Background: an optimization exercise with open tools, aiming at small area, a short achievable clock period and few clock cycles per item. Do not read the settings as production practice. Function was checked by simulation only, so behaviour that the tests miss may differ from the original. Power and IR drop assume default switching activity.

--- design/flow/run.sh ---
#!/bin/bash
# synth_recipe.tcl (not shown) runs the flow's synth.tcl, then flattens the netlist and writes it again
# the make line also repeats each setting of config.mk as NAME=value (left out here)
make -C /OpenROAD-flow-scripts/flow DESIGN_CONFIG=/design/flow/config.mk WORK_HOME=/design/flow/orfs CLKGATE_MAP_FILE= SYNTH_SCRIPT=/design/flow/synth_recipe.tcl finish
--- design/flow/config.mk ---
export PLATFORM = sky130hd
export DESIGN_NAME = adsr_envelope_generator
export DESIGN_NICKNAME = adsr_envelope_generator
export VERILOG_FILES = /design/flow/design.v
export SDC_FILE = /design/flow/constraint.sdc
export NUM_CORES = 4
export LEC_CHECK = 0
export CAP_MARGIN = 20
export CORE_MARGIN = 2
export CORE_UTILIZATION = 40
export SETUP_SLACK_MARGIN = 5
export SLEW_MARGIN = 20
--- design/flow/constraint.sdc ---
create_clock -name core_clock -period 13.0 [get_ports {clk}]
set_input_delay 2.6000 -clock core_clock [delete_from_list [all_inputs] [get_ports {clk}]]
set_output_delay 2.6000 -clock core_clock [all_outputs]
set_load 0.01 [all_outputs]
--- design/flow/design.v ---
`default_nettype none
package adsr_pkg;
  localparam int LEVEL_W = 16;
  localparam int LEN_W   = 24;
  localparam logic [LEVEL_W-1:0] UNITY = 16'h8000;
  localparam logic [LEN_W-1:0]   ATTACK_RESET  = 24'd480;
  localparam logic [LEN_W-1:0]   DECAY_RESET   = 24'd12000;
  localparam logic [LEVEL_W-1:0] SUSTAIN_RESET = 16'd8192;
  localparam logic [LEN_W-1:0]   RELEASE_RESET = 24'd24000;
  localparam logic [2:0] PH_OFF     = 3'd0;
  localparam logic [2:0] PH_ATTACK  = 3'd1;
  localparam logic [2:0] PH_DECAY   = 3'd2;
  localparam logic [2:0] PH_SUSTAIN = 3'd3;
  localparam logic [2:0] PH_RELEASE = 3'd4;
  localparam logic [1:0] KIND_SAMPLE  = 2'd0;
  localparam logic [1:0] KIND_ATTACK  = 2'd1;
  localparam logic [1:0] KIND_RELEASE = 2'd2;
  localparam logic [1:0] KIND_OFF     = 2'd3;
  localparam logic [1:0] JOB_A = 2'd1;
  localparam logic [1:0] JOB_D = 2'd2;
  localparam logic [1:0] JOB_R = 2'd3;
endpackage
`default_nettype wire
`default_nettype none
module adsr_regs (
  input  wire         clk,
  input  wire         rst,
  input  wire         psel,
  input  wire         penable,
  input  wire         pwrite,
  input  wire  [3:0]  paddr,
  input  wire  [31:0] pwdata,
  output logic [31:0] prdata,
  output logic        pready,
  output logic [23:0] att_len,
  output logic [23:0] dec_len,
  output logic [15:0] sus_lvl,
  output logic [23:0] rel_len,
  output logic        cfg_wr
);
  assign pready = 1'b1;
  assign cfg_wr = psel && penable && pwrite;
  always_ff @(posedge clk) begin
    if (rst) begin
      att_len <= adsr_pkg::ATTACK_RESET;
      dec_len <= adsr_pkg::DECAY_RESET;
      sus_lvl <= adsr_pkg::SUSTAIN_RESET;
      rel_len <= adsr_pkg::RELEASE_RESET;
    end else if (cfg_wr) begin
      case (paddr[3:2])
        2'd0: att_len <= pwdata[23:0];
        2'd1: dec_len <= pwdata[23:0];
        2'd2: sus_lvl <= pwdata[15:0];
        default: rel_len <= pwdata[23:0];
      endcase
    end
  end
  always_comb begin
    case (paddr[3:2])
      2'd0: prdata = {8'd0, att_len};
      2'd1: prdata = {8'd0, dec_len};
      2'd2: prdata = {16'd0, sus_lvl};
      default: prdata = {8'd0, rel_len};
    endcase
  end
endmodule
`default_nettype wire
`default_nettype none
module adsr_div (
  input  wire         clk,
  input  wire         start,
  input  wire  [15:0] m,
  input  wire  [23:0] len,
  input  wire         run,
  output logic [15:0] q,
  output logic [23:0] r
);
  logic [24:0] t;
  logic        ge;
  assign t  = {r, q[15]};
  assign ge = (t >= {1'b0, len});
  always_ff @(posedge clk) begin
    if (start) begin
      q <= m;
      r <= '0;
    end else if (run) begin
      r <= ge ? 24'(t - {1'b0, len}) : t[23:0];
      q <= {q[14:0], ge};
    end
  end
endmodule
`default_nettype wire
`default_nettype none
module adsr_mul (
  input  wire [15:0] s,
  input  wire [15:0] l,
  output wire [15:0] y
);
  wire t0 = (l[0] & s[0]);
  wire t1 = (l[0] & s[1]);
  wire t2 = (l[1] & s[0]);
  wire t3 = (l[0] & s[2]);
  wire t4 = (l[1] & s[1]);
  wire t5 = (l[2] & s[0]);
  wire t6 = (l[0] & s[3]);
  wire t7 = (l[1] & s[2]);
  wire t8 = (l[2] & s[1]);
  wire t9 = (l[3] & s[0]);
  wire t10 = (l[0] & s[4]);
  wire t11 = (l[1] & s[3]);
  wire t12 = (l[2] & s[2]);
  wire t13 = (l[3] & s[1]);
  wire t14 = (l[4] & s[0]);
  wire t15 = (l[0] & s[5]);
  wire t16 = (l[1] & s[4]);
  wire t17 = (l[2] & s[3]);
  wire t18 = (l[3] & s[2]);
  wire t19 = (l[4] & s[1]);
  wire t20 = (l[5] & s[0]);
  wire t21 = (l[0] & s[6]);
  wire t22 = (l[1] & s[5]);
  wire t23 = (l[2] & s[4]);
  wire t24 = (l[3] & s[3]);
  wire t25 = (l[4] & s[2]);
  wire t26 = (l[5] & s[1]);
  wire t27 = (l[6] & s[0]);
  wire t28 = (l[0] & s[7]);
  wire t29 = (l[1] & s[6]);
  wire t30 = (l[2] & s[5]);
  wire t31 = (l[3] & s[4]);
  wire t32 = (l[4] & s[3]);
  wire t33 = (l[5] & s[2]);
  wire t34 = (l[6] & s[1]);
  wire t35 = (l[7] & s[0]);
  wire t36 = (l[0] & s[8]);
  wire t37 = (l[1] & s[7]);
  wire t38 = (l[2] & s[6]);
  wire t39 = (l[3] & s[5]);
  wire t40 = (l[4] & s[4]);
  wire t41 = (l[5] & s[3]);
  wire t42 = (l[6] & s[2]);
  wire t43 = (l[7] & s[1]);
  wire t44 = (l[8] & s[0]);
  wire t45 = (l[0] & s[9]);
  wire t46 = (l[1] & s[8]);
  wire t47 = (l[2] & s[7]);
  wire t48 = (l[3] & s[6]);
  wire t49 = (l[4] & s[5]);
  wire t50 = (l[5] & s[4]);
  wire t51 = (l[6] & s[3]);
  wire t52 = (l[7] & s[2]);
  wire t53 = (l[8] & s[1]);
  wire t54 = (l[9] & s[0]);
  wire t55 = (l[0] & s[10]);
  wire t56 = (l[1] & s[9]);
  wire t57 = (l[2] & s[8]);
  wire t58 = (l[3] & s[7]);
  wire t59 = (l[4] & s[6]);
  wire t60 = (l[5] & s[5]);
  wire t61 = (l[6] & s[4]);
  wire t62 = (l[7] & s[3]);
  wire t63 = (l[8] & s[2]);
  wire t64 = (l[9] & s[1]);
  wire t65 = (l[10] & s[0]);
  wire t66 = (l[0] & s[11]);
  wire t67 = (l[1] & s[10]);
  wire t68 = (l[2] & s[9]);
  wire t69 = (l[3] & s[8]);
  wire t70 = (l[4] & s[7]);
  wire t71 = (l[5] & s[6]);
  wire t72 = (l[6] & s[5]);
  wire t73 = (l[7] & s[4]);
  wire t74 = (l[8] & s[3]);
  wire t75 = (l[9] & s[2]);
  wire t76 = (l[10] & s[1]);
  wire t77 = (l[11] & s[0]);
  wire t78 = (l[0] & s[12]);
  wire t79 = (l[1] & s[11]);
  wire t80 = (l[2] & s[10]);
  wire t81 = (l[3] & s[9]);
  wire t82 = (l[4] & s[8]);
  wire t83 = (l[5] & s[7]);
  wire t84 = (l[6] & s[6]);
  wire t85 = (l[7] & s[5]);
  wire t86 = (l[8] & s[4]);
  wire t87 = (l[9] & s[3]);
  wire t88 = (l[10] & s[2]);
  wire t89 = (l[11] & s[1]);
  wire t90 = (l[12] & s[0]);
  wire t91 = (l[0] & s[13]);
  wire t92 = (l[1] & s[12]);
  wire t93 = (l[2] & s[11]);
  wire t94 = (l[3] & s[10]);
  wire t95 = (l[4] & s[9]);
  wire t96 = (l[5] & s[8]);
  wire t97 = (l[6] & s[7]);
  wire t98 = (l[7] & s[6]);
  wire t99 = (l[8] & s[5]);
  wire t100 = (l[9] & s[4]);
  wire t101 = (l[10] & s[3]);
  wire t102 = (l[11] & s[2]);
  wire t103 = (l[12] & s[1]);
  wire t104 = (l[13] & s[0]);
  wire t105 = (l[0] & s[14]);
  wire t106 = (l[1] & s[13]);
  wire t107 = (l[2] & s[12]);
  wire t108 = (l[3] & s[11]);
  wire t109 = (l[4] & s[10]);
  wire t110 = (l[5] & s[9]);
  wire t111 = (l[6] & s[8]);
  wire t112 = (l[7] & s[7]);
  wire t113 = (l[8] & s[6]);
  wire t114 = (l[9] & s[5]);
  wire t115 = (l[10] & s[4]);
  wire t116 = (l[11] & s[3]);
  wire t117 = (l[12] & s[2]);
  wire t118 = (l[13] & s[1]);
  wire t119 = (l[14] & s[0]);
  wire t120 = ~(l[0] & s[15]);
  wire t121 = (l[1] & s[14]);
  wire t122 = (l[2] & s[13]);
  wire t123 = (l[3] & s[12]);
  wire t124 = (l[4] & s[11]);
  wire t125 = (l[5] & s[10]);
  wire t126 = (l[6] & s[9]);
  wire t127 = (l[7] & s[8]);
  wire t128 = (l[8] & s[7]);
  wire t129 = (l[9] & s[6]);
  wire t130 = (l[10] & s[5]);
  wire t131 = (l[11] & s[4]);
  wire t132 = (l[12] & s[3]);
  wire t133 = (l[13] & s[2]);
  wire t134 = (l[14] & s[1]);
  wire t135 = 1'b1;
  wire t136 = ~(l[1] & s[15]);
  wire t137 = (l[2] & s[14]);
  wire t138 = (l[3] & s[13]);
  wire t139 = (l[4] & s[12]);
  wire t140 = (l[5] & s[11]);
  wire t141 = (l[6] & s[10]);
  wire t142 = (l[7] & s[9]);
  wire t143 = (l[8] & s[8]);
  wire t144 = (l[9] & s[7]);
  wire t145 = (l[10] & s[6]);
  wire t146 = (l[11] & s[5]);
  wire t147 = (l[12] & s[4]);
  wire t148 = (l[13] & s[3]);
  wire t149 = (l[14] & s[2]);
  wire t150 = ~(l[2] & s[15]);
  wire t151 = (l[3] & s[14]);
  wire t152 = (l[4] & s[13]);
  wire t153 = (l[5] & s[12]);
  wire t154 = (l[6] & s[11]);
  wire t155 = (l[7] & s[10]);
  wire t156 = (l[8] & s[9]);
  wire t157 = (l[9] & s[8]);
  wire t158 = (l[10] & s[7]);
  wire t159 = (l[11] & s[6]);
  wire t160 = (l[12] & s[5]);
  wire t161 = (l[13] & s[4]);
  wire t162 = (l[14] & s[3]);
  wire t163 = ~(l[3] & s[15]);
  wire t164 = (l[4] & s[14]);
  wire t165 = (l[5] & s[13]);
  wire t166 = (l[6] & s[12]);
  wire t167 = (l[7] & s[11]);
  wire t168 = (l[8] & s[10]);
  wire t169 = (l[9] & s[9]);
  wire t170 = (l[10] & s[8]);
  wire t171 = (l[11] & s[7]);
  wire t172 = (l[12] & s[6]);
  wire t173 = (l[13] & s[5]);
  wire t174 = (l[14] & s[4]);
  wire t175 = ~(l[4] & s[15]);
  wire t176 = (l[5] & s[14]);
  wire t177 = (l[6] & s[13]);
  wire t178 = (l[7] & s[12]);
  wire t179 = (l[8] & s[11]);
  wire t180 = (l[9] & s[10]);
  wire t181 = (l[10] & s[9]);
  wire t182 = (l[11] & s[8]);
  wire t183 = (l[12] & s[7]);
  wire t184 = (l[13] & s[6]);
  wire t185 = (l[14] & s[5]);
  wire t186 = ~(l[5] & s[15]);
  wire t187 = (l[6] & s[14]);
  wire t188 = (l[7] & s[13]);
  wire t189 = (l[8] & s[12]);
  wire t190 = (l[9] & s[11]);
  wire t191 = (l[10] & s[10]);
  wire t192 = (l[11] & s[9]);
  wire t193 = (l[12] & s[8]);
  wire t194 = (l[13] & s[7]);
  wire t195 = (l[14] & s[6]);
  wire t196 = ~(l[6] & s[15]);
  wire t197 = (l[7] & s[14]);
  wire t198 = (l[8] & s[13]);
  wire t199 = (l[9] & s[12]);
  wire t200 = (l[10] & s[11]);
  wire t201 = (l[11] & s[10]);
  wire t202 = (l[12] & s[9]);
  wire t203 = (l[13] & s[8]);
  wire t204 = (l[14] & s[7]);
  wire t205 = ~(l[7] & s[15]);
  wire t206 = (l[8] & s[14]);
  wire t207 = (l[9] & s[13]);
  wire t208 = (l[10] & s[12]);
  wire t209 = (l[11] & s[11]);
  wire t210 = (l[12] & s[10]);
  wire t211 = (l[13] & s[9]);
  wire t212 = (l[14] & s[8]);
  wire t213 = ~(l[8] & s[15]);
  wire t214 = (l[9] & s[14]);
  wire t215 = (l[10] & s[13]);
  wire t216 = (l[11] & s[12]);
  wire t217 = (l[12] & s[11]);
  wire t218 = (l[13] & s[10]);
  wire t219 = (l[14] & s[9]);
  wire t220 = ~(l[9] & s[15]);
  wire t221 = (l[10] & s[14]);
  wire t222 = (l[11] & s[13]);
  wire t223 = (l[12] & s[12]);
  wire t224 = (l[13] & s[11]);
  wire t225 = (l[14] & s[10]);
  wire t226 = ~(l[10] & s[15]);
  wire t227 = (l[11] & s[14]);
  wire t228 = (l[12] & s[13]);
  wire t229 = (l[13] & s[12]);
  wire t230 = (l[14] & s[11]);
  wire t231 = ~(l[11] & s[15]);
  wire t232 = (l[12] & s[14]);
  wire t233 = (l[13] & s[13]);
  wire t234 = (l[14] & s[12]);
  wire t235 = ~(l[12] & s[15]);
  wire t236 = (l[13] & s[14]);
  wire t237 = (l[14] & s[13]);
  wire t238 = ~(l[13] & s[15]);
  wire t239 = (l[14] & s[14]);
  wire t240 = ~(l[14] & s[15]);
  wire t241 = 1'b1;
  wire t242 = t91 ^ t92;
  wire t243 = t91 & t92;
  wire t244 = t105 ^ t106 ^ t107;
  wire t245 = (t105 & t106) | (t105 & t107) | (t106 & t107);
  wire t246 = t108 ^ t109;
  wire t247 = t108 & t109;
  wire t248 = t120 ^ t121 ^ t122;
  wire t249 = (t120 & t121) | (t120 & t122) | (t121 & t122);
  wire t250 = t123 ^ t124 ^ t125;
  wire t251 = (t123 & t124) | (t123 & t125) | (t124 & t125);
  wire t252 = t126 ^ t127;
  wire t253 = t126 & t127;
  wire t254 = t136 ^ t137 ^ t138;
  wire t255 = (t136 & t137) | (t136 & t138) | (t137 & t138);
  wire t256 = t139 ^ t140 ^ t141;
  wire t257 = (t139 & t140) | (t139 & t141) | (t140 & t141);
  wire t258 = t150 ^ t151 ^ t152;
  wire t259 = (t150 & t151) | (t150 & t152) | (t151 & t152);
  wire t260 = t45 ^ t46;
  wire t261 = t45 & t46;
  wire t262 = t55 ^ t56 ^ t57;
  wire t263 = (t55 & t56) | (t55 & t57) | (t56 & t57);
  wire t264 = t58 ^ t59;
  wire t265 = t58 & t59;
  wire t266 = t66 ^ t67 ^ t68;
  wire t267 = (t66 & t67) | (t66 & t68) | (t67 & t68);
  wire t268 = t69 ^ t70 ^ t71;
  wire t269 = (t69 & t70) | (t69 & t71) | (t70 & t71);
  wire t270 = t72 ^ t73;
  wire t271 = t72 & t73;
  wire t272 = t78 ^ t79 ^ t80;
  wire t273 = (t78 & t79) | (t78 & t80) | (t79 & t80);
  wire t274 = t81 ^ t82 ^ t83;
  wire t275 = (t81 & t82) | (t81 & t83) | (t82 & t83);
  wire t276 = t84 ^ t85 ^ t86;
  wire t277 = (t84 & t85) | (t84 & t86) | (t85 & t86);
  wire t278 = t87 ^ t88;
  wire t279 = t87 & t88;
  wire t280 = t242 ^ t93 ^ t94;
  wire t281 = (t242 & t93) | (t242 & t94) | (t93 & t94);
  wire t282 = t95 ^ t96 ^ t97;
  wire t283 = (t95 & t96) | (t95 & t97) | (t96 & t97);
  wire t284 = t98 ^ t99 ^ t100;
  wire t285 = (t98 & t99) | (t98 & t100) | (t99 & t100);
  wire t286 = t101 ^ t102 ^ t103;
  wire t287 = (t101 & t102) | (t101 & t103) | (t102 & t103);
  wire t288 = t243 ^ t244 ^ t246;
  wire t289 = (t243 & t244) | (t243 & t246) | (t244 & t246);
  wire t290 = t110 ^ t111 ^ t112;
  wire t291 = (t110 & t111) | (t110 & t112) | (t111 & t112);
  wire t292 = t113 ^ t114 ^ t115;
  wire t293 = (t113 & t114) | (t113 & t115) | (t114 & t115);
  wire t294 = t116 ^ t117 ^ t118;
  wire t295 = (t116 & t117) | (t116 & t118) | (t117 & t118);
  wire t296 = t245 ^ t247 ^ t248;
  wire t297 = (t245 & t247) | (t245 & t248) | (t247 & t248);
  wire t298 = t250 ^ t252 ^ t128;
  wire t299 = (t250 & t252) | (t250 & t128) | (t252 & t128);
  wire t300 = t129 ^ t130 ^ t131;
  wire t301 = (t129 & t130) | (t129 & t131) | (t130 & t131);
  wire t302 = t132 ^ t133 ^ t134;
  wire t303 = (t132 & t133) | (t132 & t134) | (t133 & t134);
  wire t304 = t249 ^ t251 ^ t253;
  wire t305 = (t249 & t251) | (t249 & t253) | (t251 & t253);
  wire t306 = t254 ^ t256 ^ t142;
  wire t307 = (t254 & t256) | (t254 & t142) | (t256 & t142);
  wire t308 = t143 ^ t144 ^ t145;
  wire t309 = (t143 & t144) | (t143 & t145) | (t144 & t145);
  wire t310 = t146 ^ t147 ^ t148;
  wire t311 = (t146 & t147) | (t146 & t148) | (t147 & t148);
  wire t312 = t255 ^ t257 ^ t258;
  wire t313 = (t255 & t257) | (t255 & t258) | (t257 & t258);
  wire t314 = t153 ^ t154 ^ t155;
  wire t315 = (t153 & t154) | (t153 & t155) | (t154 & t155);
  wire t316 = t156 ^ t157 ^ t158;
  wire t317 = (t156 & t157) | (t156 & t158) | (t157 & t158);
  wire t318 = t159 ^ t160 ^ t161;
  wire t319 = (t159 & t160) | (t159 & t161) | (t160 & t161);
  wire t320 = t259 ^ t163 ^ t164;
  wire t321 = (t259 & t163) | (t259 & t164) | (t163 & t164);
  wire t322 = t165 ^ t166 ^ t167;
  wire t323 = (t165 & t166) | (t165 & t167) | (t166 & t167);
  wire t324 = t168 ^ t169 ^ t170;
  wire t325 = (t168 & t169) | (t168 & t170) | (t169 & t170);
  wire t326 = t171 ^ t172 ^ t173;
  wire t327 = (t171 & t172) | (t171 & t173) | (t172 & t173);
  wire t328 = t175 ^ t176 ^ t177;
  wire t329 = (t175 & t176) | (t175 & t177) | (t176 & t177);
  wire t330 = t178 ^ t179 ^ t180;
  wire t331 = (t178 & t179) | (t178 & t180) | (t179 & t180);
  wire t332 = t181 ^ t182 ^ t183;
  wire t333 = (t181 & t182) | (t181 & t183) | (t182 & t183);
  wire t334 = t186 ^ t187 ^ t188;
  wire t335 = (t186 & t187) | (t186 & t188) | (t187 & t188);
  wire t336 = t189 ^ t190 ^ t191;
  wire t337 = (t189 & t190) | (t189 & t191) | (t190 & t191);
  wire t338 = t196 ^ t197 ^ t198;
  wire t339 = (t196 & t197) | (t196 & t198) | (t197 & t198);
  wire t340 = t21 ^ t22;
  wire t341 = t21 & t22;
  wire t342 = t28 ^ t29 ^ t30;
  wire t343 = (t28 & t29) | (t28 & t30) | (t29 & t30);
  wire t344 = t31 ^ t32;
  wire t345 = t31 & t32;
  wire t346 = t36 ^ t37 ^ t38;
  wire t347 = (t36 & t37) | (t36 & t38) | (t37 & t38);
  wire t348 = t39 ^ t40 ^ t41;
  wire t349 = (t39 & t40) | (t39 & t41) | (t40 & t41);
  wire t350 = t42 ^ t43;
  wire t351 = t42 & t43;
  wire t352 = t260 ^ t47 ^ t48;
  wire t353 = (t260 & t47) | (t260 & t48) | (t47 & t48);
  wire t354 = t49 ^ t50 ^ t51;
  wire t355 = (t49 & t50) | (t49 & t51) | (t50 & t51);
  wire t356 = t52 ^ t53 ^ t54;
  wire t357 = (t52 & t53) | (t52 & t54) | (t53 & t54);
  wire t358 = t261 ^ t262 ^ t264;
  wire t359 = (t261 & t262) | (t261 & t264) | (t262 & t264);
  wire t360 = t60 ^ t61 ^ t62;
  wire t361 = (t60 & t61) | (t60 & t62) | (t61 & t62);
  wire t362 = t63 ^ t64 ^ t65;
  wire t363 = (t63 & t64) | (t63 & t65) | (t64 & t65);
  wire t364 = t263 ^ t265 ^ t266;
  wire t365 = (t263 & t265) | (t263 & t266) | (t265 & t266);
  wire t366 = t268 ^ t270 ^ t74;
  wire t367 = (t268 & t270) | (t268 & t74) | (t270 & t74);
  wire t368 = t75 ^ t76 ^ t77;
  wire t369 = (t75 & t76) | (t75 & t77) | (t76 & t77);
  wire t370 = t267 ^ t269 ^ t271;
  wire t371 = (t267 & t269) | (t267 & t271) | (t269 & t271);
  wire t372 = t272 ^ t274 ^ t276;
  wire t373 = (t272 & t274) | (t272 & t276) | (t274 & t276);
  wire t374 = t278 ^ t89 ^ t90;
  wire t375 = (t278 & t89) | (t278 & t90) | (t89 & t90);
  wire t376 = t273 ^ t275 ^ t277;
  wire t377 = (t273 & t275) | (t273 & t277) | (t275 & t277);
  wire t378 = t279 ^ t280 ^ t282;
  wire t379 = (t279 & t280) | (t279 & t282) | (t280 & t282);
  wire t380 = t284 ^ t286 ^ t104;
  wire t381 = (t284 & t286) | (t284 & t104) | (t286 & t104);
  wire t382 = t281 ^ t283 ^ t285;
  wire t383 = (t281 & t283) | (t281 & t285) | (t283 & t285);
  wire t384 = t287 ^ t288 ^ t290;
  wire t385 = (t287 & t288) | (t287 & t290) | (t288 & t290);
  wire t386 = t292 ^ t294 ^ t119;
  wire t387 = (t292 & t294) | (t292 & t119) | (t294 & t119);
  wire t388 = t289 ^ t291 ^ t293;
  wire t389 = (t289 & t291) | (t289 & t293) | (t291 & t293);
  wire t390 = t295 ^ t296 ^ t298;
  wire t391 = (t295 & t296) | (t295 & t298) | (t296 & t298);
  wire t392 = t300 ^ t302 ^ t135;
  wire t393 = (t300 & t302) | (t300 & t135) | (t302 & t135);
  wire t394 = t297 ^ t299 ^ t301;
  wire t395 = (t297 & t299) | (t297 & t301) | (t299 & t301);
  wire t396 = t303 ^ t304 ^ t306;
  wire t397 = (t303 & t304) | (t303 & t306) | (t304 & t306);
  wire t398 = t308 ^ t310 ^ t149;
  wire t399 = (t308 & t310) | (t308 & t149) | (t310 & t149);
  wire t400 = t305 ^ t307 ^ t309;
  wire t401 = (t305 & t307) | (t305 & t309) | (t307 & t309);
  wire t402 = t311 ^ t312 ^ t314;
  wire t403 = (t311 & t312) | (t311 & t314) | (t312 & t314);
  wire t404 = t316 ^ t318 ^ t162;
  wire t405 = (t316 & t318) | (t316 & t162) | (t318 & t162);
  wire t406 = t313 ^ t315 ^ t317;
  wire t407 = (t313 & t315) | (t313 & t317) | (t315 & t317);
  wire t408 = t319 ^ t320 ^ t322;
  wire t409 = (t319 & t320) | (t319 & t322) | (t320 & t322);
  wire t410 = t324 ^ t326 ^ t174;
  wire t411 = (t324 & t326) | (t324 & t174) | (t326 & t174);
  wire t412 = t321 ^ t323 ^ t325;
  wire t413 = (t321 & t323) | (t321 & t325) | (t323 & t325);
  wire t414 = t327 ^ t328 ^ t330;
  wire t415 = (t327 & t328) | (t327 & t330) | (t328 & t330);
  wire t416 = t332 ^ t184 ^ t185;
  wire t417 = (t332 & t184) | (t332 & t185) | (t184 & t185);
  wire t418 = t329 ^ t331 ^ t333;
  wire t419 = (t329 & t331) | (t329 & t333) | (t331 & t333);
  wire t420 = t334 ^ t336 ^ t192;
  wire t421 = (t334 & t336) | (t334 & t192) | (t336 & t192);
  wire t422 = t193 ^ t194 ^ t195;
  wire t423 = (t193 & t194) | (t193 & t195) | (t194 & t195);
  wire t424 = t335 ^ t337 ^ t338;
  wire t425 = (t335 & t337) | (t335 & t338) | (t337 & t338);
  wire t426 = t199 ^ t200 ^ t201;
  wire t427 = (t199 & t200) | (t199 & t201) | (t200 & t201);
  wire t428 = t202 ^ t203 ^ t204;
  wire t429 = (t202 & t203) | (t202 & t204) | (t203 & t204);
  wire t430 = t339 ^ t205 ^ t206;
  wire t431 = (t339 & t205) | (t339 & t206) | (t205 & t206);
  wire t432 = t207 ^ t208 ^ t209;
  wire t433 = (t207 & t208) | (t207 & t209) | (t208 & t209);
  wire t434 = t210 ^ t211 ^ t212;
  wire t435 = (t210 & t211) | (t210 & t212) | (t211 & t212);
  wire t436 = t213 ^ t214 ^ t215;
  wire t437 = (t213 & t214) | (t213 & t215) | (t214 & t215);
  wire t438 = t216 ^ t217 ^ t218;
  wire t439 = (t216 & t217) | (t216 & t218) | (t217 & t218);
  wire t440 = t220 ^ t221 ^ t222;
  wire t441 = (t220 & t221) | (t220 & t222) | (t221 & t222);
  wire t442 = t10 ^ t11;
  wire t443 = t10 & t11;
  wire t444 = t15 ^ t16 ^ t17;
  wire t445 = (t15 & t16) | (t15 & t17) | (t16 & t17);
  wire t446 = t18 ^ t19;
  wire t447 = t18 & t19;
  wire t448 = t340 ^ t23 ^ t24;
  wire t449 = (t340 & t23) | (t340 & t24) | (t23 & t24);
  wire t450 = t25 ^ t26 ^ t27;
  wire t451 = (t25 & t26) | (t25 & t27) | (t26 & t27);
  wire t452 = t341 ^ t342 ^ t344;
  wire t453 = (t341 & t342) | (t341 & t344) | (t342 & t344);
  wire t454 = t33 ^ t34 ^ t35;
  wire t455 = (t33 & t34) | (t33 & t35) | (t34 & t35);
  wire t456 = t343 ^ t345 ^ t346;
  wire t457 = (t343 & t345) | (t343 & t346) | (t345 & t346);
  wire t458 = t348 ^ t350 ^ t44;
  wire t459 = (t348 & t350) | (t348 & t44) | (t350 & t44);
  wire t460 = t347 ^ t349 ^ t351;
  wire t461 = (t347 & t349) | (t347 & t351) | (t349 & t351);
  wire t462 = t352 ^ t354 ^ t356;
  wire t463 = (t352 & t354) | (t352 & t356) | (t354 & t356);
  wire t464 = t353 ^ t355 ^ t357;
  wire t465 = (t353 & t355) | (t353 & t357) | (t355 & t357);
  wire t466 = t358 ^ t360 ^ t362;
  wire t467 = (t358 & t360) | (t358 & t362) | (t360 & t362);
  wire t468 = t359 ^ t361 ^ t363;
  wire t469 = (t359 & t361) | (t359 & t363) | (t361 & t363);
  wire t470 = t364 ^ t366 ^ t368;
  wire t471 = (t364 & t366) | (t364 & t368) | (t366 & t368);
  wire t472 = t365 ^ t367 ^ t369;
  wire t473 = (t365 & t367) | (t365 & t369) | (t367 & t369);
  wire t474 = t370 ^ t372 ^ t374;
  wire t475 = (t370 & t372) | (t370 & t374) | (t372 & t374);
  wire t476 = t371 ^ t373 ^ t375;
  wire t477 = (t371 & t373) | (t371 & t375) | (t373 & t375);
  wire t478 = t376 ^ t378 ^ t380;
  wire t479 = (t376 & t378) | (t376 & t380) | (t378 & t380);
  wire t480 = t377 ^ t379 ^ t381;
  wire t481 = (t377 & t379) | (t377 & t381) | (t379 & t381);
  wire t482 = t382 ^ t384 ^ t386;
  wire t483 = (t382 & t384) | (t382 & t386) | (t384 & t386);
  wire t484 = t383 ^ t385 ^ t387;
  wire t485 = (t383 & t385) | (t383 & t387) | (t385 & t387);
  wire t486 = t388 ^ t390 ^ t392;
  wire t487 = (t388 & t390) | (t388 & t392) | (t390 & t392);
  wire t488 = t389 ^ t391 ^ t393;
  wire t489 = (t389 & t391) | (t389 & t393) | (t391 & t393);
  wire t490 = t394 ^ t396 ^ t398;
  wire t491 = (t394 & t396) | (t394 & t398) | (t396 & t398);
  wire t492 = t395 ^ t397 ^ t399;
  wire t493 = (t395 & t397) | (t395 & t399) | (t397 & t399);
  wire t494 = t400 ^ t402 ^ t404;
  wire t495 = (t400 & t402) | (t400 & t404) | (t402 & t404);
  wire t496 = t401 ^ t403 ^ t405;
  wire t497 = (t401 & t403) | (t401 & t405) | (t403 & t405);
  wire t498 = t406 ^ t408 ^ t410;
  wire t499 = (t406 & t408) | (t406 & t410) | (t408 & t410);
  wire t500 = t407 ^ t409 ^ t411;
  wire t501 = (t407 & t409) | (t407 & t411) | (t409 & t411);
  wire t502 = t412 ^ t414 ^ t416;
  wire t503 = (t412 & t414) | (t412 & t416) | (t414 & t416);
  wire t504 = t413 ^ t415 ^ t417;
  wire t505 = (t413 & t415) | (t413 & t417) | (t415 & t417);
  wire t506 = t418 ^ t420 ^ t422;
  wire t507 = (t418 & t420) | (t418 & t422) | (t420 & t422);
  wire t508 = t419 ^ t421 ^ t423;
  wire t509 = (t419 & t421) | (t419 & t423) | (t421 & t423);
  wire t510 = t424 ^ t426 ^ t428;
  wire t511 = (t424 & t426) | (t424 & t428) | (t426 & t428);
  wire t512 = t425 ^ t427 ^ t429;
  wire t513 = (t425 & t427) | (t425 & t429) | (t427 & t429);
  wire t514 = t430 ^ t432 ^ t434;
  wire t515 = (t430 & t432) | (t430 & t434) | (t432 & t434);
  wire t516 = t431 ^ t433 ^ t435;
  wire t517 = (t431 & t433) | (t431 & t435) | (t433 & t435);
  wire t518 = t436 ^ t438 ^ t219;
  wire t519 = (t436 & t438) | (t436 & t219) | (t438 & t219);
  wire t520 = t437 ^ t439 ^ t440;
  wire t521 = (t437 & t439) | (t437 & t440) | (t439 & t440);
  wire t522 = t223 ^ t224 ^ t225;
  wire t523 = (t223 & t224) | (t223 & t225) | (t224 & t225);
  wire t524 = t441 ^ t226 ^ t227;
  wire t525 = (t441 & t226) | (t441 & t227) | (t226 & t227);
  wire t526 = t228 ^ t229 ^ t230;
  wire t527 = (t228 & t229) | (t228 & t230) | (t229 & t230);
  wire t528 = t231 ^ t232 ^ t233;
  wire t529 = (t231 & t232) | (t231 & t233) | (t232 & t233);
  wire t530 = t6 ^ t7;
  wire t531 = t6 & t7;
  wire t532 = t442 ^ t12 ^ t13;
  wire t533 = (t442 & t12) | (t442 & t13) | (t12 & t13);
  wire t534 = t443 ^ t444 ^ t446;
  wire t535 = (t443 & t444) | (t443 & t446) | (t444 & t446);
  wire t536 = t445 ^ t447 ^ t448;
  wire t537 = (t445 & t447) | (t445 & t448) | (t447 & t448);
  wire t538 = t449 ^ t451 ^ t452;
  wire t539 = (t449 & t451) | (t449 & t452) | (t451 & t452);
  wire t540 = t453 ^ t455 ^ t456;
  wire t541 = (t453 & t455) | (t453 & t456) | (t455 & t456);
  wire t542 = t457 ^ t459 ^ t460;
  wire t543 = (t457 & t459) | (t457 & t460) | (t459 & t460);
  wire t544 = t461 ^ t463 ^ t464;
  wire t545 = (t461 & t463) | (t461 & t464) | (t463 & t464);
  wire t546 = t465 ^ t467 ^ t468;
  wire t547 = (t465 & t467) | (t465 & t468) | (t467 & t468);
  wire t548 = t469 ^ t471 ^ t472;
  wire t549 = (t469 & t471) | (t469 & t472) | (t471 & t472);
  wire t550 = t473 ^ t475 ^ t476;
  wire t551 = (t473 & t475) | (t473 & t476) | (t475 & t476);
  wire t552 = t477 ^ t479 ^ t480;
  wire t553 = (t477 & t479) | (t477 & t480) | (t479 & t480);
  wire t554 = t481 ^ t483 ^ t484;
  wire t555 = (t481 & t483) | (t481 & t484) | (t483 & t484);
  wire t556 = t485 ^ t487 ^ t488;
  wire t557 = (t485 & t487) | (t485 & t488) | (t487 & t488);
  wire t558 = t489 ^ t491 ^ t492;
  wire t559 = (t489 & t491) | (t489 & t492) | (t491 & t492);
  wire t560 = t493 ^ t495 ^ t496;
  wire t561 = (t493 & t495) | (t493 & t496) | (t495 & t496);
  wire t562 = t497 ^ t499 ^ t500;
  wire t563 = (t497 & t499) | (t497 & t500) | (t499 & t500);
  wire t564 = t501 ^ t503 ^ t504;
  wire t565 = (t501 & t503) | (t501 & t504) | (t503 & t504);
  wire t566 = t505 ^ t507 ^ t508;
  wire t567 = (t505 & t507) | (t505 & t508) | (t507 & t508);
  wire t568 = t509 ^ t511 ^ t512;
  wire t569 = (t509 & t511) | (t509 & t512) | (t511 & t512);
  wire t570 = t513 ^ t515 ^ t516;
  wire t571 = (t513 & t515) | (t513 & t516) | (t515 & t516);
  wire t572 = t517 ^ t519 ^ t520;
  wire t573 = (t517 & t519) | (t517 & t520) | (t519 & t520);
  wire t574 = t521 ^ t523 ^ t524;
  wire t575 = (t521 & t523) | (t521 & t524) | (t523 & t524);
  wire t576 = t525 ^ t527 ^ t528;
  wire t577 = (t525 & t527) | (t525 & t528) | (t527 & t528);
  wire t578 = t529 ^ t235 ^ t236;
  wire t579 = (t529 & t235) | (t529 & t236) | (t235 & t236);
  wire t580 = t3 ^ t4;
  wire t581 = t3 & t4;
  wire t582 = t530 ^ t8 ^ t9;
  wire t583 = (t530 & t8) | (t530 & t9) | (t8 & t9);
  wire t584 = t531 ^ t532 ^ t14;
  wire t585 = (t531 & t532) | (t531 & t14) | (t532 & t14);
  wire t586 = t533 ^ t534 ^ t20;
  wire t587 = (t533 & t534) | (t533 & t20) | (t534 & t20);
  wire t588 = t535 ^ t536 ^ t450;
  wire t589 = (t535 & t536) | (t535 & t450) | (t536 & t450);
  wire t590 = t537 ^ t538 ^ t454;
  wire t591 = (t537 & t538) | (t537 & t454) | (t538 & t454);
  wire t592 = t539 ^ t540 ^ t458;
  wire t593 = (t539 & t540) | (t539 & t458) | (t540 & t458);
  wire t594 = t541 ^ t542 ^ t462;
  wire t595 = (t541 & t542) | (t541 & t462) | (t542 & t462);
  wire t596 = t543 ^ t544 ^ t466;
  wire t597 = (t543 & t544) | (t543 & t466) | (t544 & t466);
  wire t598 = t545 ^ t546 ^ t470;
  wire t599 = (t545 & t546) | (t545 & t470) | (t546 & t470);
  wire t600 = t547 ^ t548 ^ t474;
  wire t601 = (t547 & t548) | (t547 & t474) | (t548 & t474);
  wire t602 = t549 ^ t550 ^ t478;
  wire t603 = (t549 & t550) | (t549 & t478) | (t550 & t478);
  wire t604 = t551 ^ t552 ^ t482;
  wire t605 = (t551 & t552) | (t551 & t482) | (t552 & t482);
  wire t606 = t553 ^ t554 ^ t486;
  wire t607 = (t553 & t554) | (t553 & t486) | (t554 & t486);
  wire t608 = t555 ^ t556 ^ t490;
  wire t609 = (t555 & t556) | (t555 & t490) | (t556 & t490);
  wire t610 = t557 ^ t558 ^ t494;
  wire t611 = (t557 & t558) | (t557 & t494) | (t558 & t494);
  wire t612 = t559 ^ t560 ^ t498;
  wire t613 = (t559 & t560) | (t559 & t498) | (t560 & t498);
  wire t614 = t561 ^ t562 ^ t502;
  wire t615 = (t561 & t562) | (t561 & t502) | (t562 & t502);
  wire t616 = t563 ^ t564 ^ t506;
  wire t617 = (t563 & t564) | (t563 & t506) | (t564 & t506);
  wire t618 = t565 ^ t566 ^ t510;
  wire t619 = (t565 & t566) | (t565 & t510) | (t566 & t510);
  wire t620 = t567 ^ t568 ^ t514;
  wire t621 = (t567 & t568) | (t567 & t514) | (t568 & t514);
  wire t622 = t569 ^ t570 ^ t518;
  wire t623 = (t569 & t570) | (t569 & t518) | (t570 & t518);
  wire t624 = t571 ^ t572 ^ t522;
  wire t625 = (t571 & t572) | (t571 & t522) | (t572 & t522);
  wire t626 = t573 ^ t574 ^ t526;
  wire t627 = (t573 & t574) | (t573 & t526) | (t574 & t526);
  wire t628 = t575 ^ t576 ^ t234;
  wire t629 = (t575 & t576) | (t575 & t234) | (t576 & t234);
  wire t630 = t577 ^ t578 ^ t237;
  wire t631 = (t577 & t578) | (t577 & t237) | (t578 & t237);
  wire t632 = t579 ^ t238 ^ t239;
  wire t633 = (t579 & t238) | (t579 & t239) | (t238 & t239);
  wire [30:0] ra = {t241, t633, t631, t629, t627, t625, t623, t621, t619, t617, t615, t613, t611, t609, t607, t605, t603, t601, t599, t597, t595, t593, t591, t589, t587, t585, t583, t581, t580, t1, t0};
  wire [30:0] rb = {1'b0, t240, t632, t630, t628, t626, t624, t622, t620, t618, t616, t614, t612, t610, t608, t606, t604, t602, t600, t598, t596, t594, t592, t590, t588, t586, t584, t582, t5, t2, 1'b0};
  wire [30:0] p = ra + rb;
  assign y = l[15] ? s : p[30:15];
endmodule
`default_nettype wire
`default_nettype none
module adsr_dp (
  input  wire         clk,
  input  wire         rst,
  input  wire  [23:0] att_len,
  input  wire  [23:0] dec_len,
  input  wire  [15:0] sus_lvl,
  input  wire  [23:0] rel_len,
  input  wire         cfg_wr,
  input  wire         s_axis_tvalid,
  output logic        s_axis_tready,
  input  wire  [23:0] s_axis_tdata,
  input  wire  [1:0]  s_axis_tuser,
  output logic        m_axis_tvalid,
  input  wire         m_axis_tready,
  output logic [39:0] m_axis_tdata
);
  localparam logic [15:0] UNITY = adsr_pkg::UNITY;
  logic [2:0]  phase;
  logic [23:0] pos;
  logic [15:0] lvl;         
  logic [23:0] r;
  logic [15:0] rsl;
  logic        lvl0;        
  logic [15:0] st_q;
  logic [23:0] st_r;
  logic        cur_ok;
  logic        eng_busy;
  logic        eng_ok;
  logic [1:0]  eng_tag;
  logic [3:0]  eng_cnt;
  logic [15:0] eng_q;
  logic [23:0] eng_r;
  logic [15:0] k_q;
  logic [23:0] k_r;
  logic [7:0]  k_a;
  logic        k_ok;
  logic        k_busy;
  logic        k_add;       
  logic [4:0]  k_j;         
  logic        need_sync;
  logic        sync_on;     
  logic [1:0]  sync_ph;     
  logic [15:0] s_cl;
  assign s_cl = (sus_lvl > UNITY) ? UNITY : sus_lvl;
  logic ramp, is_att, is_dec, is_rel;
  assign is_att = (phase == adsr_pkg::PH_ATTACK);
  assign is_dec = (phase == adsr_pkg::PH_DECAY);
  assign is_rel = (phase == adsr_pkg::PH_RELEASE);
  assign ramp   = is_att || is_dec || is_rel;
  logic [23:0] len;
  always_comb begin
    case (phase)
      adsr_pkg::PH_ATTACK:  len = att_len;
      adsr_pkg::PH_DECAY:   len = dec_len;
      adsr_pkg::PH_RELEASE: len = rel_len;
      default:              len = '0;
    endcase
  end
  logic [34:0] out_d;       
  logic        out_act;
  logic [15:0] cur_level;
  assign cur_level = lvl0 ? 16'd0 : out_d[31:16];
  logic        bc_v;
  logic [1:0]  bc_kind;
  logic [7:0]  bc_a;
  logic [15:0] bc_smp;
  logic        c_fire;
  logic        is_smp;
  logic        hold;
  logic        blk;
  assign is_smp = (bc_kind == adsr_pkg::KIND_SAMPLE);
  assign hold   = m_axis_tvalid && !m_axis_tready;
  assign blk    = sync_on || (is_smp && (need_sync || (ramp && !(k_ok && k_a == bc_a))));
  assign c_fire = bc_v && !hold && !blk;
  assign s_axis_tready = !bc_v || c_fire;
  always_ff @(posedge clk) begin
    if (rst) begin
      bc_v <= 1'b0;
    end else if (s_axis_tready) begin
      bc_v <= s_axis_tvalid;
    end
  end
  always_ff @(posedge clk) begin
    if (s_axis_tready) begin
      bc_kind <= s_axis_tuser;
      bc_a    <= s_axis_tdata[23:16];
      bc_smp  <= s_axis_tdata[15:0];
    end
  end
  logic [23:0] k_n;
  logic [4:0]  k_msb;
  logic        k_go_item, k_go;
  logic [15:0] k_yq;
  logic [23:0] k_yr;
  logic [24:0] k_t0;
  logic [25:0] k_t1;
  logic        k_wrap;
  assign k_n = sync_on ? pos : {16'd0, bc_a};
  always_comb begin
    k_msb = '0;
    for (int i = 0; i < 24; i++) begin
      if (k_n[i]) k_msb = 5'(i);
    end
  end
  assign k_go_item = bc_v && is_smp && ramp && cur_ok && !need_sync && !sync_on &&
                     !(k_ok && k_a == bc_a) && !k_busy;
  assign k_go = k_go_item || (sync_on && sync_ph == 2'd0 && !k_busy && !k_ok);
  assign k_yq   = k_add ? st_q : k_q;
  assign k_yr   = k_add ? st_r : k_r;
  assign k_t0   = {1'b0, k_r} + {1'b0, k_yr};
  assign k_t1   = {2'b0, k_r} + {2'b0, k_yr} - {2'b0, len};
  assign k_wrap = !k_t1[25];
  logic [24:0] p_sum;
  logic        p_end;
  logic [2:0]  ph_next;
  assign p_sum = {1'b0, pos} + 25'(bc_a);
  assign p_end = (p_sum >= {1'b0, len});
  always_comb begin
    ph_next = phase;
    if (p_end) begin
      case (phase)
        adsr_pkg::PH_ATTACK:  ph_next = adsr_pkg::PH_DECAY;
        adsr_pkg::PH_DECAY:   ph_next = adsr_pkg::PH_SUSTAIN;
        adsr_pkg::PH_RELEASE: ph_next = adsr_pkg::PH_OFF;
        default: ;
      endcase
    end
  end
  logic        up_r, up_l;
  logic [25:0] x_rho, x_len, cs_s, cs_c;
  logic [25:0] s0, s1;
  logic        wrap;
  logic [23:0] r_new;
  logic [15:0] l_d, l_a, l_b, lvl_new;
  assign up_r  = !is_rel;
  assign up_l  = is_att;
  assign x_rho = up_r ? {2'b0, k_r} : ~{2'b0, k_r};
  assign x_len = up_r ? ~{2'b0, len} : {2'b0, len};
  assign s0    = {2'b0, r} + x_rho + 26'(!up_r);
  assign cs_s  = {2'b0, r} ^ x_rho ^ x_len;
  assign cs_c  = {(({2'b0, r} & x_rho) | ({2'b0, r} & x_len) | (x_rho & x_len)), 1'b0};
  assign s1    = cs_s + cs_c + 26'd1;
  assign wrap  = up_r ? !s1[25] : s0[25];
  assign r_new = wrap ? s1[23:0] : s0[23:0];
  assign l_d   = up_l ? k_q : ~k_q;
  assign l_a   = lvl + l_d;
  assign l_b   = lvl + l_d + 16'd1;
  assign lvl_new = (wrap == up_l) ? l_b : l_a;
  logic [15:0] lvl_entry;
  always_comb begin
    case (phase)
      adsr_pkg::PH_ATTACK:  lvl_entry = (att_len == '0) ? UNITY : 16'd0;
      adsr_pkg::PH_DECAY:   lvl_entry = UNITY;
      default:              lvl_entry = (rel_len == '0) ? 16'd0 : rsl;
    endcase
  end
  logic        div_start;
  logic [1:0]  job;
  logic [15:0] job_m;
  logic [23:0] div_len;
  logic [1:0]  need_tag;
  logic        need_cur;
  logic        take_eng;
  assign need_tag = is_att ? adsr_pkg::JOB_A : is_dec ? adsr_pkg::JOB_D : adsr_pkg::JOB_R;
  assign need_cur = ramp && !cur_ok;
  assign take_eng = need_cur && eng_ok && (eng_tag == need_tag);
  assign job      = need_cur ? need_tag : (is_att ? adsr_pkg::JOB_D : adsr_pkg::JOB_A);
  assign div_start = !take_eng && !((eng_busy || eng_ok) && (eng_tag == job));
  always_comb begin
    case (job)
      adsr_pkg::JOB_A: job_m = UNITY;
      adsr_pkg::JOB_D: job_m = 16'(UNITY - s_cl);
      default:         job_m = rsl;
    endcase
    case (eng_tag)
      adsr_pkg::JOB_A: div_len = att_len;
      adsr_pkg::JOB_D: div_len = dec_len;
      default:         div_len = rel_len;
    endcase
  end
  adsr_div u_div (
    .clk   (clk),
    .start (div_start),
    .m     (job_m),
    .len   (div_len),
    .run   (eng_busy),
    .q     (eng_q),
    .r     (eng_r)
  );
  logic sync_start, len_z;
  assign len_z = (len == '0);
  assign sync_start = !sync_on && need_sync && ramp && cur_ok && !(bc_v && !is_smp);
  always_ff @(posedge clk) begin
    if (rst) begin
      phase     <= adsr_pkg::PH_OFF;
      lvl       <= '0;
      lvl0      <= 1'b1;
      cur_ok    <= 1'b0;
      eng_busy  <= 1'b0;
      eng_ok    <= 1'b0;
      eng_tag   <= 2'd0;
      eng_cnt   <= '0;
      k_ok      <= 1'b0;
      k_busy    <= 1'b0;
      need_sync <= 1'b0;
      sync_on   <= 1'b0;
    end else begin
      if (eng_busy) begin
        eng_cnt <= eng_cnt + 4'd1;
        if (eng_cnt == 4'd15) begin
          eng_busy <= 1'b0;
          eng_ok   <= 1'b1;
        end
      end
      if (take_eng) begin
        st_q   <= eng_q;
        st_r   <= eng_r;
        cur_ok <= 1'b1;
        eng_ok <= 1'b0;
      end else if (div_start) begin
        eng_busy <= 1'b1;
        eng_ok   <= 1'b0;
        eng_tag  <= job;
        eng_cnt  <= '0;
      end
      if (k_go) begin
        k_a   <= bc_a;
        k_add <= 1'b0;
        k_j   <= k_msb - 5'd1;
        if (k_n == '0) begin
          k_q  <= '0;
          k_r  <= '0;
        end else begin
          k_q  <= st_q;
          k_r  <= st_r;
        end
        k_ok   <= (k_msb == '0);
        k_busy <= (k_msb != '0);
      end else if (k_busy) begin
        k_q <= k_q + k_yq + 16'(k_wrap);
        k_r <= k_wrap ? k_t1[23:0] : k_t0[23:0];
        if (!k_add && k_n[k_j]) begin
          k_add <= 1'b1;
        end else begin
          k_add <= 1'b0;
          k_j   <= k_j - 5'd1;
          if (k_j == '0) begin
            k_busy <= 1'b0;
            k_ok   <= 1'b1;
          end
        end
      end
      if (take_eng) k_ok <= 1'b0;
      if (need_sync && !ramp) begin
        need_sync <= 1'b0;
        if (phase == adsr_pkg::PH_SUSTAIN) lvl <= s_cl;
      end
      if (sync_start) begin
        need_sync <= 1'b0;
        lvl       <= lvl_entry;
        r         <= '0;
        if ({1'b0, pos} > {1'b0, len}) pos <= len;
        sync_on   <= !len_z;
        sync_ph   <= 2'd0;
        k_ok      <= 1'b0;
        k_busy    <= 1'b0;
      end
      if (sync_on) begin
        case (sync_ph)
          2'd0: if (k_ok) sync_ph <= 2'd1;
          2'd1: begin
            lvl     <= lvl_new;
            r       <= r_new;
            sync_ph <= 2'd2;
          end
          default: begin
            sync_on <= 1'b0;
            k_ok    <= 1'b0;
          end
        endcase
      end
      if (c_fire) begin
        case (bc_kind)
          adsr_pkg::KIND_ATTACK: begin
            phase     <= adsr_pkg::PH_ATTACK;
            lvl       <= (att_len == '0) ? UNITY : 16'd0;
            lvl0      <= 1'b1;
            pos       <= '0;
            r         <= '0;
            need_sync <= 1'b0;
            k_ok      <= 1'b0;
            if (eng_ok && eng_tag == adsr_pkg::JOB_A) begin
              st_q   <= eng_q;
              st_r   <= eng_r;
              cur_ok <= 1'b1;
              eng_ok <= 1'b0;
            end else begin
              cur_ok <= 1'b0;
            end
          end
          adsr_pkg::KIND_RELEASE: begin
            phase     <= adsr_pkg::PH_RELEASE;
            rsl       <= cur_level;
            lvl       <= (rel_len == '0) ? 16'd0 : cur_level;
            pos       <= '0;
            r         <= '0;
            need_sync <= 1'b0;
            k_ok      <= 1'b0;
            cur_ok    <= 1'b0;
            if (eng_tag == adsr_pkg::JOB_R) begin
              eng_busy <= 1'b0;
              eng_ok   <= 1'b0;
            end
          end
          adsr_pkg::KIND_OFF: begin
            phase     <= adsr_pkg::PH_OFF;
            lvl       <= '0;
            need_sync <= 1'b0;
          end
          default: begin
            lvl0 <= 1'b0;
            if (ramp) begin
              if (p_end) begin
                phase <= ph_next;
                pos   <= '0;
                r     <= '0;
                k_ok  <= 1'b0;
                case (phase)
                  adsr_pkg::PH_ATTACK: lvl <= UNITY;
                  adsr_pkg::PH_DECAY:  lvl <= s_cl;
                  default:             lvl <= '0;
                endcase
                if (is_att && eng_ok && eng_tag == adsr_pkg::JOB_D) begin
                  st_q   <= eng_q;
                  st_r   <= eng_r;
                  cur_ok <= 1'b1;
                  eng_ok <= 1'b0;
                end else begin
                  cur_ok <= 1'b0;
                end
              end else begin
                pos <= p_sum[23:0];
                lvl <= lvl_new;
                r   <= r_new;
              end
            end
          end
        endcase
      end
      if (cfg_wr) begin
        cur_ok    <= 1'b0;
        eng_busy  <= 1'b0;
        eng_ok    <= 1'b0;
        k_ok      <= 1'b0;
        k_busy    <= 1'b0;
        sync_on   <= 1'b0;
        need_sync <= 1'b1;
      end
    end
  end
  logic [15:0] scaled;
  adsr_mul u_mul (
    .s (bc_smp),
    .l (lvl),
    .y (scaled)
  );
  always_ff @(posedge clk) begin
    if (rst) begin
      m_axis_tvalid <= 1'b0;
    end else if (!hold) begin
      m_axis_tvalid <= c_fire && is_smp;
    end
  end
  always_ff @(posedge clk) begin
    if (c_fire && is_smp) begin
      out_d   <= {phase, lvl, scaled};
      out_act <= (ph_next != adsr_pkg::PH_OFF);
    end
  end
  assign m_axis_tdata = {4'd0, out_act, out_d};
endmodule
`default_nettype wire
`default_nettype none
module adsr_envelope_generator #(
  parameter int POSITION_BITS = 24
) (
  input  wire         clk,
  input  wire         rst,
  input  wire         psel,
  input  wire         penable,
  input  wire         pwrite,
  input  wire  [3:0]  paddr,
  input  wire  [31:0] pwdata,
  output logic [31:0] prdata,
  output logic        pready,
  input  wire         s_axis_tvalid,
  output logic        s_axis_tready,
  input  wire  [23:0] s_axis_tdata,   
  input  wire  [1:0]  s_axis_tuser,   
  output logic        m_axis_tvalid,
  input  wire         m_axis_tready,
  output logic [39:0] m_axis_tdata    
);
  logic [23:0] att_len, dec_len, rel_len;
  logic [15:0] sus_lvl;
  logic        cfg_wr;
  adsr_regs u_regs (
    .clk     (clk),
    .rst     (rst),
    .psel    (psel),
    .penable (penable),
    .pwrite  (pwrite),
    .paddr   (paddr),
    .pwdata  (pwdata),
    .prdata  (prdata),
    .pready  (pready),
    .att_len (att_len),
    .dec_len (dec_len),
    .sus_lvl (sus_lvl),
    .rel_len (rel_len),
    .cfg_wr  (cfg_wr)
  );
  adsr_dp u_dp (
    .clk           (clk),
    .rst           (rst),
    .att_len       (att_len),
    .dec_len       (dec_len),
    .sus_lvl       (sus_lvl),
    .rel_len       (rel_len),
    .cfg_wr        (cfg_wr),
    .s_axis_tvalid (s_axis_tvalid),
    .s_axis_tready (s_axis_tready),
    .s_axis_tdata  (s_axis_tdata),
    .s_axis_tuser  (s_axis_tuser),
    .m_axis_tvalid (m_axis_tvalid),
    .m_axis_tready (m_axis_tready),
    .m_axis_tdata  (m_axis_tdata)
  );
endmodule
`default_nettype wire
==> impl_metrics.env <==
export IMPL_status="complete, no violations"
export IMPL_max_slew_margin=0.232
export IMPL_leakage_nw=16.5
export IMPL_peakVddDrop_mv=0.0991
export IMPL_clock_sinks=385
export IMPL_ff2ff_path_depth=34
export IMPL_crit_path_start_kind="input port"
export IMPL_grt_usage=0.269
export IMPL_fillers=9095
export IMPL_r2r_setup_slack_ps=5450
export IMPL_grt_busiest_layer="met2"
export IMPL_syn_avg_cell_area_um2=8.69
export IMPL_place_gp_congestion=0.949
export IMPL_synthArstFlopShare=0
export IMPL_pin_count=144
export IMPL_die_width_um=310
export IMPL_cts_root_buf="clkbuf_16"
export IMPL_hold_class="flop to flop"
export IMPL_numPlacedInstances=5512
export IMPL_grt_ovfl_total=0
export IMPL_num_rows=112
export IMPL_dieArea_um2=95800
export IMPL_grt_pass1_vias=31500
export IMPL_drive_gt1_frac=0.0714
export IMPL_cp_common_cell="clkdlybuf4s50_1"
export IMPL_synth_cells=4295
export IMPL_rr_endpoint="u_dp.k_q[14]$_DFFE_PP_"
export IMPL_worstSetupPathType="input port to output pin"
export IMPL_ys_seq_area_frac=0.270
export IMPL_powerDensity_nw_per_um2=132
export IMPL_nets=4857
export IMPL_holdPathEnd="u_regs.dec_len[3]$_SDFFE_PP0P_"
export IMPL_worstPathArrival_ps=5140
export IMPL_tightest_slew_ps=1150
export IMPL_met1_usage=0.356
export IMPL_finalSetupTns_ps=0
export IMPL_timing_final_crit_share=0.596
export IMPL_yosysWarnings=3
export IMPL_slew_viol_final=0
export IMPL_h_tree_depth=2
export IMPL_reg2reg_from="u_dp.k_add$_SDFFCE_PN0P_"
export IMPL_syn_to_final_growth_pct=11.4
export IMPL_dp_hpwl_um=95100
export IMPL_coreArea_um2=92900
export IMPL_grt_max_degree=75
export IMPL_rsz0062_at_grt="no"
export IMPL_synthDistinctLibCells=92
export IMPL_slowest_stage="clkdlybuf4s50_1"
export IMPL_required_ps=10400
export IMPL_worst_path_largest_cell_delay_ps=610
export IMPL_wl_um=131000
export IMPL_via_count=32900
export IMPL_dpl_cell_area_um2=39900
export IMPL_cp_max_fo=11
export IMPL_multi_input_area_um2=25400
export IMPL_hold_viol=0
export IMPL_endpoint_kind="output pin"
export IMPL_fin_cells=5610
export IMPL_setup_violations=0
export IMPL_regArea_um2=10100
export IMPL_path_cells="clkdlybuf4s50_1 -> nand2b_1 -> nand3b_1 -> nor2_2 -> nor2_1 -> nand2_2 -> clkdlybuf4s50_1"
export IMPL_syn_area_um2=37300
export IMPL_start_util=0.402
export IMPL_skew_ps=31.9
export IMPL_holdPathStages=2
export IMPL_worstHoldStart="u_regs.dec_len[3]$_SDFFE_PP0P_"
export IMPL_globalRouteMet2Util=0.439
export IMPL_cts_buffers=48
export IMPL_cts_buffer_depth=3
export IMPL_ant_nets=0
export IMPL_clk_pin_slew_ps=70
export IMPL_grt_pass1_wl_um=196000
export IMPL_crit_family="simple AND/OR/NAND/NOR gates"
export IMPL_min_period_ps=7740
export IMPL_post_route_drc_count=0
export IMPL_drt_pass1_iterations=7
export IMPL_cts_tree="done"
export IMPL_use_met3=0.0415
export IMPL_design_area_um2=41600
export IMPL_hold_buffers=0
export IMPL_worst_path_stages=7
export IMPL_path_buf_inv=2
export IMPL_finalPower_mw=5.50
export IMPL_drtIter0Drc=3066
export IMPL_synth_edff_count=238
export IMPL_synth_seq_cells=385
export IMPL_die_h_um=310
export IMPL_maxCapViolCount=0
export IMPL_clock_latency_ps=630
export IMPL_clock_fmax_mhz=129
export IMPL_antenna_found_initial=1
export IMPL_drt_vias_per_instance=5.87
export IMPL_synth_top_flop_cell="edfxtp_1"
export IMPL_wl_per_cell_um=23.3
export IMPL_port_buffers=120
through the flow:
step                      setup WS (ps)   util  hold slack (ps)
after floorplan                    5590      -              403
after global placement             4150  0.429              486
after detailed placement           4110  0.429              495
after CTS                          5010  0.447              506
after global routing               4960  0.448              537
final                              5260  0.448              507
kinds of logic after synthesis:
| logic type | after synthesis | share of synthesized area |
|---|---|---|
| buf+inv | 518 | 0.0542 |
| flops | 385 | 0.270 |
| other cells | 2 | 0.000201 |
| compound gates | 1119 | 0.195 |
| fa+ha+maj | 473 | 0.202 |
| simple gates | 1461 | 0.186 |
| mux | 107 | 0.0382 |
| xor+xnor | 230 | 0.0539 |
where the power goes:
group / internal [mW] / switching (mW)
clock network: 0.819 / 0.591
registers: 1.47 / 0.146
logic: 1.03 / 1.44
total: 3.32 / 2.18
layout make-up:
| cell class | instances | share of cell area |
|---|---|---|
| timing repair buffer | 215 | 0.0464 |
| inverter | 262 | 0.0237 |
| sequential | 385 | 0.242 |
| antenna | 1 | 0.0000601 |
| tap | 1254 | 0.0377 |
| clock inverter | 20 | 0.00460 |
| clock buffer | 70 | 0.0341 |
| multi-input combinational | 3403 | 0.611 |
placed cells by master (no fill, tap or decap), types with 17 or more instances in the layout:
master           instances
nor3b_1                 18
a211oi_1                43
fa_1                   213
edfxtp_1               238
and2_1                 209
o21ai_0                204
nor3_1                  70
a31oi_1                 32
mux2_2                  45
nand4_1                 33
o21bai_1                20
mux4_2                  24
a22oi_1                 62
xnor2_1                156
mux2i_1                 38
nor2b_1                 49
nand2b_1                33
a21oi_1                343
dfxtp_1                146
nand3_1                120
a221oi_1                18
inv_1                  260
ha_1                   259
o31ai_1                 18
xor2_1                  74
clkdlybuf4s50_1        118
o311ai_0                17
nand2_1                502
buf_4                   93
o21a_1                  47
a21o_1                  73
and3_1                  24
o211ai_1                22
nor4_1                  24
clkbuf_16               52
nor2_1                 308
a22o_1                  44
cell usage after synthesis, types with 25 or more instances:
cell | n | area share
dfxtp_1 | 147 | 0.079
and2_1 | 209 | 0.035
nand3_1 | 120 | 0.016
a22oi_1 | 63 | 0.013
nor3_1 | 73 | 0.0098
mux2_2 | 45 | 0.014
fa_1 | 214 | 0.11
o21ai_0 | 208 | 0.028
nand2_1 | 503 | 0.051
nand2b_1 | 33 | 0.0055
xnor2_1 | 156 | 0.037
nand4_1 | 33 | 0.0055
a211oi_1 | 45 | 0.0090
edfxtp_1 | 238 | 0.19
inv_1 | 262 | 0.026
a22o_1 | 44 | 0.010
a21o_1 | 73 | 0.015
clkbuf_1 | 205 | 0.021
nor2_1 | 312 | 0.031
a21oi_1 | 347 | 0.047
xor2_1 | 74 | 0.017
nor2b_1 | 51 | 0.0085
ha_1 | 259 | 0.087
o21a_1 | 47 | 0.0094
a31oi_1 | 32 | 0.0054
mux2i_1 | 38 | 0.010
nor4_1 | 25 | 0.0042
tightest hold or removal path: cells and delay by family, from the launching register on:
kind	cells	cell delay, ps
flops	1	340
simple gates	1	60
compound gates	1	60
worst max path at each step:
stage	start	to	slack (ps)
CTS	u_dp.k_add$_SDFFCE_PN0P_	u_dp.k_q[14]$_DFFE_PP_	5010
finish	m_axis_tready	s_axis_tready	5260
global placement	u_dp.k_add$_SDFFCE_PN0P_	u_dp.k_q[12]$_DFFE_PP_	4150
floorplan	u_dp.k_add$_SDFFCE_PN0P_	u_dp.k_q[14]$_DFFE_PP_	5590
detailed placement	u_dp.k_add$_SDFFCE_PN0P_	u_dp.k_q[14]$_DFFE_PP_	4110
global route	u_dp.k_add$_SDFFCE_PN0P_	u_dp.k_q[14]$_DFFE_PP_	4960
routing by layer:
layer | wire length, um | vias to the layer above
met1 | 54000 | 16000
li1 | - | 15300
met3 | 9990 | 285
met4 | 5930 | 0
met5 | 0 | -
met2 | 60800 | 1334
sequential cells by signal, indices dropped and copies added (netlist names), 4 cells and up, named ones only:
name,cells
u_dp.u_div.q,16
u_regs.rel_len,24
u_dp.r,24
u_dp.out_d,35
u_dp.st_q,16
u_dp.u_div.r,24
u_dp.k_q,16
u_dp.pos,24
u_dp.k_a,8
u_dp.bc_a,8
u_dp.st_r,24
u_dp.bc_smp,16
u_regs.att_len,24
u_dp.eng_cnt,4
u_regs.sus_lvl,16
u_dp.k_j,5
u_dp.rsl,16
u_dp.lvl,16
u_regs.dec_len,24
u_dp.k_r,24
repair_timing:
action / 4_1_cts / 5_1_grt
buffers inserted: 2 / 4
pin swaps: 0 / 3
resized for setup: 5 / 16
endpoints found under the setup margin: 11 / 6
Testbench counts, summed over its fixed seeds: cycles 46,442, items 43,471.

-- afterwards: timing with drivers on the ports --
No port has a modelled driver above. Below, the same layout with a new extraction and two added sets of constraints. Step 1: set_driving_cell puts a clkbuf_16 on clk and a buf_2 on each other input, an assumption about the parent block. Step 2 times the ports against the registers' clock, not the clock port: input delays grow and output delays shrink by t, the midpoint of the rising clock arrivals with the driver on. Slacks: ideal ports / drivers / drivers and shift; pairs: ideal ports / drivers.
shift t [ns]: 0.682
setup WS [ns]: 5.256 / 5.226 / 5.226
worst setup path at the end: input to output
slew at the worst register clock pin (ns): 0.07 / 0.07
pins driven straight from the clock port: 1
After both steps setup and hold are still met in this run. The setup slack of this run moves by -0.030 ns with the drivers and by -0.030 ns with both steps.
